Context: an optimization exercise on an open-source flow, tuned for small area. The choices shown serve that exercise and are no tape-out recipe.
Only simulation tests tie the RTL to the original design; equivalence was not proved.
Power is estimated from default activity; no workload was simulated. No driver is modelled on the clock port, so clocking that relies on it looks cheaper here than on a real chip.

==> flow/design.v <==
package adda_pkg;
    localparam int unsigned DATA_W_DEF = 8;     
    localparam int unsigned DEPTH_DEF  = 256;   
    typedef enum logic [1:0] {
        ST_IDLE    = 2'd0,
        ST_ARMED   = 2'd1,
        ST_CAPTURE = 2'd2,
        ST_READOUT = 2'd3
    } state_e;
endpackage
module adda_sdp_ram #(
    parameter int unsigned DATA_W = 8,
    parameter int unsigned ADDR_W = 8
) (
    input  logic              clk_i,
    input  logic              ins_i,
    input  logic [DATA_W-1:0] wdata_i,
    input  logic [ADDR_W:0]   raddr_i,
    output logic [DATA_W-1:0] rdata_o,
    output logic [DATA_W-1:0] slot1_o
);
    localparam int unsigned SLOTS = (1 << ADDR_W) + 1;
    localparam int unsigned G1    = (SLOTS + 2) / 3;    
    logic [DATA_W-1:0] ring_q [SLOTS];
    always_ff @(posedge clk_i) begin
        ring_q[0] <= ins_i ? wdata_i : ring_q[SLOTS-1];
        for (int unsigned i = 1; i < SLOTS; i++) begin
            ring_q[i] <= ring_q[i-1];
        end
    end
    assign slot1_o = ring_q[1];
    logic [SLOTS-1:0] sel;
    always_comb begin
        for (int unsigned s = 0; s < SLOTS; s++) begin
            sel[s] = (raddr_i == (ADDR_W+1)'(s));
        end
    end
    for (genvar b = 0; b < DATA_W; b++) begin : g_bit
        logic [3*G1-1:0] d;
        logic [3*G1-1:0] s;
        logic [G1-1:0]   t1_n;    
        always_comb begin
            d = '0;
            s = '0;
            for (int unsigned i = 0; i < SLOTS; i++) begin
                d[i] = ring_q[i][b];
                s[i] = sel[i];
            end
        end
        for (genvar g = 0; g < G1; g++) begin : g_l1
            if (3 * g + 2 < SLOTS) begin : g_3
                adda_aoi222 u_aoi (
                    .a0_i (s[3*g]),   .b0_i (d[3*g]),
                    .a1_i (s[3*g+1]), .b1_i (d[3*g+1]),
                    .a2_i (s[3*g+2]), .b2_i (d[3*g+2]),
                    .y_no (t1_n[g])
                );
            end else begin : g_2
                adda_aoi22 u_aoi (
                    .a0_i (s[3*g]),   .b0_i (d[3*g]),
                    .a1_i (s[3*g+1]), .b1_i (d[3*g+1]),
                    .y_no (t1_n[g])
                );
            end
        end
        assign rdata_o[b] = ~&t1_n;
    end
endmodule
module adda_aoi222 (
    input  logic a0_i,
    input  logic b0_i,
    input  logic a1_i,
    input  logic b1_i,
    input  logic a2_i,
    input  logic b2_i,
    output logic y_no
);
    assign y_no = ~((a0_i & b0_i) | (a1_i & b1_i) | (a2_i & b2_i));
endmodule
module adda_aoi22 (
    input  logic a0_i,
    input  logic b0_i,
    input  logic a1_i,
    input  logic b1_i,
    output logic y_no
);
    assign y_no = ~((a0_i & b0_i) | (a1_i & b1_i));
endmodule
module adc_capture_buffer #(
    parameter int unsigned DATA_W = adda_pkg::DATA_W_DEF,
    parameter int unsigned DEPTH  = adda_pkg::DEPTH_DEF
) (
    input  logic              i_clk,
    input  logic              i_rst_n,
    output logic              o_adc_clk,
    input  logic [DATA_W-1:0] i_adc_data,
    input  logic              i_arm,
    input  logic              i_abort,
    input  logic [DATA_W-1:0] i_trig_level,
    input  logic              i_trig_falling,
    output logic              o_rd_valid,
    input  logic              i_rd_ready,
    output logic [DATA_W-1:0] o_rd_data,
    output logic              o_rd_last,
    output logic              o_busy,
    output logic              o_done
);
    localparam int unsigned AW = $clog2(DEPTH);
    localparam int unsigned SLOTS = DEPTH + 1;
    localparam logic [AW:0] PTR_CAP_LAST = (AW+1)'((2 * DEPTH - 3) % SLOTS);
    localparam logic [AW:0] PTR_MAX = (AW+1)'(SLOTS - 1);
    localparam logic [AW-1:0] CNT_LAST = 8'h80;
    adda_pkg::state_e  state_q,    state_d;
    logic              adc_clk_q;
    logic              rd_valid_q, rd_valid_d;
    logic              done_q,     done_d;
    logic [AW-1:0]     cnt_q,      cnt_d;
    logic [AW-1:0]     cnt_next;
    logic [AW:0]       rptr_q,     rptr_d;
    logic              strobe;
    logic              fire;
    logic              cnt_last;
    logic              trig_hit;
    logic              ins;
    logic              rptr_down;
    logic [AW:0]       rptr_step;
    logic [DATA_W-1:0] prev;
    logic [DATA_W-1:0] ring_rdata;
    assign strobe   = adc_clk_q;
    assign fire     = rd_valid_q & i_rd_ready;
    assign cnt_last = (cnt_q == CNT_LAST);
    assign cnt_next = {cnt_q[AW-2:0],
                       cnt_q[7] ^ cnt_q[5] ^ cnt_q[4] ^ cnt_q[3] ^ (cnt_q[AW-2:0] == '0)};
    assign rptr_down = fire;
    always_comb begin
        logic [AW:0] flip;
        logic        run;
        run = 1'b1;
        for (int unsigned i = 0; i <= AW; i++) begin
            flip[i] = run;
            run     = run & (rptr_q[i] ^ rptr_down);
        end
        if (!rptr_down && rptr_q == PTR_MAX) begin
            rptr_step = '0;
        end else if (rptr_down && rptr_q == '0) begin
            rptr_step = PTR_MAX;
        end else begin
            rptr_step = rptr_q ^ flip;
        end
    end
    function automatic logic less(input logic [DATA_W-1:0] a, input logic [DATA_W-1:0] b);
        less = 1'b0;
        for (int unsigned i = 0; i < DATA_W; i++) begin
            less = (~a[i] & b[i]) | ((~a[i] | b[i]) & less);
        end
    endfunction
    always_comb begin
        if (i_trig_falling) begin
            trig_hit = less(i_trig_level, prev) && !less(i_trig_level, i_adc_data);
        end else begin
            trig_hit = less(prev, i_trig_level) && !less(i_adc_data, i_trig_level);
        end
    end
    always_ff @(posedge i_clk or negedge i_rst_n) begin
        if (!i_rst_n) begin
            state_q    <= adda_pkg::ST_IDLE;
            adc_clk_q  <= 1'b0;
            rd_valid_q <= 1'b0;
            done_q     <= 1'b0;
        end else begin
            state_q    <= state_d;
            adc_clk_q  <= ~adc_clk_q;
            rd_valid_q <= rd_valid_d;
            done_q     <= done_d;
        end
    end
    always_ff @(posedge i_clk) begin
        cnt_q  <= cnt_d;
        rptr_q <= rptr_d;
    end
    always_comb begin
        state_d    = state_q;
        cnt_d      = cnt_q;
        rptr_d     = rptr_step;
        rd_valid_d = 1'b0;
        done_d     = 1'b0;
        ins        = strobe;
        unique case (state_q)
            adda_pkg::ST_IDLE: begin
                cnt_d = '0;
                if (i_arm) begin
                    state_d = adda_pkg::ST_ARMED;
                end
            end
            adda_pkg::ST_ARMED: begin
                rptr_d = '0;
                if (strobe) begin
                    cnt_d = AW'(1);
                    if (cnt_q[0] && trig_hit) begin
                        state_d = adda_pkg::ST_CAPTURE;
                    end
                end
            end
            adda_pkg::ST_CAPTURE: begin
                cnt_d = '0;
                if (strobe && rptr_q == PTR_CAP_LAST) begin
                    state_d = adda_pkg::ST_READOUT;
                end
            end
            adda_pkg::ST_READOUT: begin
                ins        = 1'b0;
                rd_valid_d = 1'b1;
                if (fire) begin
                    cnt_d  = cnt_next;
                    if (cnt_last) begin
                        rd_valid_d = 1'b0;
                        done_d     = 1'b1;
                        state_d    = adda_pkg::ST_IDLE;
                    end
                end
            end
            default: state_d = adda_pkg::ST_IDLE;
        endcase
        if (i_abort) begin
            state_d    = adda_pkg::ST_IDLE;
            rd_valid_d = 1'b0;
            done_d     = 1'b0;
        end
    end
    adda_sdp_ram #(
        .DATA_W (DATA_W),
        .ADDR_W (AW)
    ) u_ring (
        .clk_i   (i_clk),
        .ins_i   (ins),
        .wdata_i (i_adc_data),
        .raddr_i (rptr_q),
        .rdata_o (ring_rdata),
        .slot1_o (prev)
    );
    assign o_adc_clk  = adc_clk_q;
    assign o_rd_valid = rd_valid_q;
    assign o_rd_data  = ring_rdata;
    assign o_rd_last  = rd_valid_q & cnt_last;
    assign o_busy     = (state_q != adda_pkg::ST_IDLE);
    assign o_done     = done_q;
endmodule
clock: 10.0 ns
lec_check: 0
cap_margin: 20
core_margin: 2
core_utilization: 60
cts_cluster_diameter: 100
cts_cluster_size: 25
slew_margin: 20
synth_hierarchical: 1
standard.sh (not shown) runs the stock make flow with config.mk's settings and CLKGATE_MAP_FILE= SYNTH_SCRIPT=/design/flow/synth_recipe.tcl, a recipe that flattens the netlist after the stock synthesis.
==> flow/flow/run.sh <==
#!/bin/bash
# Layout flow: the standard ORFS flow (standard.sh), with two changes:
#  - the port buffers that global placement inserts are sky130_fd_sc_hd__buf_1
#    instead of the buffer the resizer picks;
#  - after global routing, the resizer's power recovery downsizes gates on
#    paths with positive slack.
# Each make run's full output goes to a log file in the work folder.
set -euo pipefail
export BUFFER_PORTS_ARGS="-buffer_cell sky130_fd_sc_hd__buf_1"
export RECOVER_POWER=100
bash standard.sh "BUFFER_PORTS_ARGS=$BUFFER_PORTS_ARGS" "RECOVER_POWER=$RECOVER_POWER" finish > orfs_finish.log 2>&1
test -f out/final.def
The first run finished but fails on max-capacitance violations, max-slew violations.
Then changed:
==> flow/run.sh (new file) <==
#!/bin/bash
# synth_recipe.tcl (not shown) runs the flow's synth.tcl, then flattens the netlist and writes it again
# the make line also repeats each setting of config.mk as NAME=value (left out here)
make -C /OpenROAD-flow-scripts/flow DESIGN_CONFIG=/design/flow/config.mk WORK_HOME=/design/flow/orfs CLKGATE_MAP_FILE= SYNTH_SCRIPT=/design/flow/synth_recipe.tcl finish
removed: flow/flow/run.sh
removed: flow/standard.sh
Outcome:
- Now the flow finished clean
- core utilization is higher by 0.20 points
- routed wire length increases slightly
- global-route usage goes up by 0.13 points
- via count goes up slightly

## red
adc_capture_buffer, a different RTL version from the one above (not shown whole).
For scale: roughly 3,500 cells after synthesis, roughly 2,100 flip-flops, about 35 I/O pins, ~52,000 um^2 of cells after synthesis.
// adc_capture_buffer
module adc_capture_buffer #(
    parameter int unsigned DATA_W = adda_pkg::DATA_W_DEF,
    parameter int unsigned DEPTH  = adda_pkg::DEPTH_DEF
) (
    input  logic              i_clk,
    input  logic              i_rst_n,
    output logic              o_adc_clk,
    input  logic [DATA_W-1:0] i_adc_data,
    input  logic              i_arm,
    input  logic              i_abort,
    input  logic [DATA_W-1:0] i_trig_level,
    input  logic              i_trig_falling,
    output logic              o_rd_valid,
    input  logic              i_rd_ready,
    output logic [DATA_W-1:0] o_rd_data,
    output logic              o_rd_last,
    output logic              o_busy,
    output logic              o_done
);
export LEC_CHECK = 0
export CAP_MARGIN = 20
export CORE_MARGIN = 2
export CORE_UTILIZATION = 60
export CTS_CLUSTER_DIAMETER = 100
export CTS_CLUSTER_SIZE = 30
export SLEW_MARGIN = 20
export SYNTH_HIERARCHICAL = 1
create_clock -name core_clock -period 10.0 [get_ports {i_clk}]
==> flow/flow/run.sh <==
#!/bin/bash
# Layout flow: the standard ORFS flow (standard.sh), except that
#  - the port buffers that global placement inserts are sky130_fd_sc_hd__buf_1
#    instead of the buffer the resizer picks;
set -euo pipefail
export BUFFER_PORTS_ARGS="-buffer_cell sky130_fd_sc_hd__buf_1"
export CTS_ARGS="-sink_clustering_enable -repair_clock_nets -sink_clustering_size 30 -sink_clustering_max_diameter 100 -dont_use_dummy_load"
bash standard.sh "BUFFER_PORTS_ARGS=$BUFFER_PORTS_ARGS" "CTS_ARGS=$CTS_ARGS" finish > orfs_finish.log 2>&1
test -f out/final.def
> inputs changed (red -> blue)
Settings: CTS_CLUSTER_SIZE changed from 30 to 32; CORE_UTILIZATION changed from 60 to 52.
diff --git a/flow/flow/run.sh b/flow/flow/run.sh
--- a/flow/flow/run.sh
+++ b/flow/flow/run.sh
@@ -7 +7 @@
-export CTS_ARGS="-sink_clustering_enable -repair_clock_nets -sink_clustering_size 30 -sink_clustering_max_diameter 100 -dont_use_dummy_load"
+export CTS_ARGS="-sink_clustering_enable -repair_clock_nets -sink_clustering_size 32 -sink_clustering_max_diameter 100 -dont_use_dummy_load"
No stage failed in blue, and the final checks on the layout all came back clean. | leakage dissipation | red vs blue | ≈ equal |. Delta (blue minus red): minimum hold slack rose 0.036 ns, initial antenna violation count decreased 2, first-pass iteration count of the detailed router grew by 3. Relative to red, final worst slack increased by 0.021 ns in blue. For wire length on met3, dividing the value from blue by the value from red gives 0.891. Relative to red, the final routed wirelength across all metal layers of blue is higher by 3900 um.
Changes in green relative to blue:
Settings: changing CORE_UTILIZATION from 52 to 60.
diff --git a/flow/flow/run.sh b/flow/flow/run.sh
--- a/flow/flow/run.sh
+++ b/flow/flow/run.sh
@@ -7 +7 @@
-export CTS_ARGS="-sink_clustering_enable -repair_clock_nets -sink_clustering_size 32 -sink_clustering_max_diameter 100 -dont_use_dummy_load"
+export CTS_ARGS="-sink_clustering_enable -repair_clock_nets -sink_clustering_size 32 -sink_clustering_max_diameter 100 -dont_use_dummy_load -buf_list {sky130_fd_sc_hd__clkbuf_8 sky130_fd_sc_hd__clkbuf_16} -sink_clustering_buffer sky130_fd_sc_hd__clkbuf_16"
green: no failed stages, no open violations at the end. Any difference in multi-input gate share of the layout cell area between green and blue is small enough to ignore. Average wire per standard cell (higher): green. Iteration count of the initial detailed-routing pass (lower): green. green vs. blue: largest incremental delay on the critical path picked up an extra 0.13 ns; cell count along the critical path lost 1; total routed wirelength lost 3800 um; via count picked up an extra 176; layout filler cell count lost 1,608. In green, the sequential share of layout area came out 0.23 points above the value in blue. The cell area after placement number comes out higher for blue vs green.
The inputs of orange differ from those of green as listed below.
Settings: swapping 32 for 34 in CTS_CLUSTER_SIZE.
diff --git a/flow/flow/run.sh b/flow/flow/run.sh
--- a/flow/flow/run.sh
+++ b/flow/flow/run.sh
@@ -7 +7 @@
-export CTS_ARGS="-sink_clustering_enable -repair_clock_nets -sink_clustering_size 32 -sink_clustering_max_diameter 100 -dont_use_dummy_load -buf_list {sky130_fd_sc_hd__clkbuf_8 sky130_fd_sc_hd__clkbuf_16} -sink_clustering_buffer sky130_fd_sc_hd__clkbuf_16"
+export CTS_ARGS="-sink_clustering_enable -repair_clock_nets -sink_clustering_size 34 -sink_clustering_max_diameter 100 -dont_use_dummy_load"
Results
For the power share of the sequential group, orange came in 0.3 points higher than green did. [compare] base=green new=orange: cell area barely changed, overall power dropped 0.056 mW, number of nets in the final layout barely changed, net switching share of the total power barely changed, multi-input gate share of total cell area barely changed. Diff green -> orange | worst hold slack | decrease of 0.052 ns. The smallest setup slack after layout number comes out lower for orange vs green. Fmax | orange vs green | orange slower. Reported for green and orange, post-cts sizing count turned out identical to the last digit.
What purple does differently from orange at the input level:
Settings: CTS_CLUSTER_SIZE changed from 34 to 32.
diff --git a/flow/flow/run.sh b/flow/flow/run.sh
--- a/flow/flow/run.sh
+++ b/flow/flow/run.sh
@@ -7 +7 @@
-export CTS_ARGS="-sink_clustering_enable -repair_clock_nets -sink_clustering_size 34 -sink_clustering_max_diameter 100 -dont_use_dummy_load"
+export CTS_ARGS="-sink_clustering_enable -repair_clock_nets -sink_clustering_size 32 -sink_clustering_max_diameter 100 -dont_use_dummy_load"
Notes after the runs:
- Of orange and purple, the lower vias after detailed routing belongs to orange.
- purple and orange ended up with roughly the same final layout net count.
- The number of fill cells in the layout of orange and that of purple are within noise of each other.
- Summed negative setup slack over all endpoints came out exactly the same in orange and purple.
- purple vs. orange: worst clock skew -0.022 ns; summed area of non-filler cells in the final layout level; aggregate global-route resource usage flat; final instance count without filler cells about even; maximum clock frequency picked up an extra about 1.8%.

re-timing with driven ports:
How much do the figures lean on ideal ports? The routed layouts below were timed once more, with nothing changed but the port constraints. Step 1 (the two cells are an assumption about what drives the block):
set clk [get_ports {i_clk}]
set_driving_cell -lib_cell sky130_fd_sc_hd__clkbuf_16 $clk
set_driving_cell -lib_cell sky130_fd_sc_hd__buf_2 [delete_from_list [all_inputs] $clk]
Step 2 times the ports against the registers' clock, not the clock port: input delays grow and output delays shrink by t, the midpoint of the rising clock arrivals with the driver on. a / b / c = no drivers / after step 1 / after step 2; a / b = the first two.
run | t (ns) | slack for setup (ns) | slew at the worst register clock pin (ns)
the first run of note 1 | 0.752 | 1.301 / 1.235 / 1.987 | 0.10 / 0.10
the second run of note 1 | 0.746 | 1.381 / 1.314 / 2.060 | 0.10 / 0.10
red | 0.706 | 1.816 / 1.748 / 2.454 | 0.11 / 0.11
blue | 0.744 | 1.837 / 1.762 / 2.506 | 0.12 / 0.12
green | 0.720 | 2.058 / 1.991 / 2.710 | 0.12 / 0.12
orange | 0.713 | 1.913 / 1.841 / 2.553 | 0.12 / 0.12
purple | 0.720 | 2.058 / 1.991 / 2.710 | 0.12 / 0.12
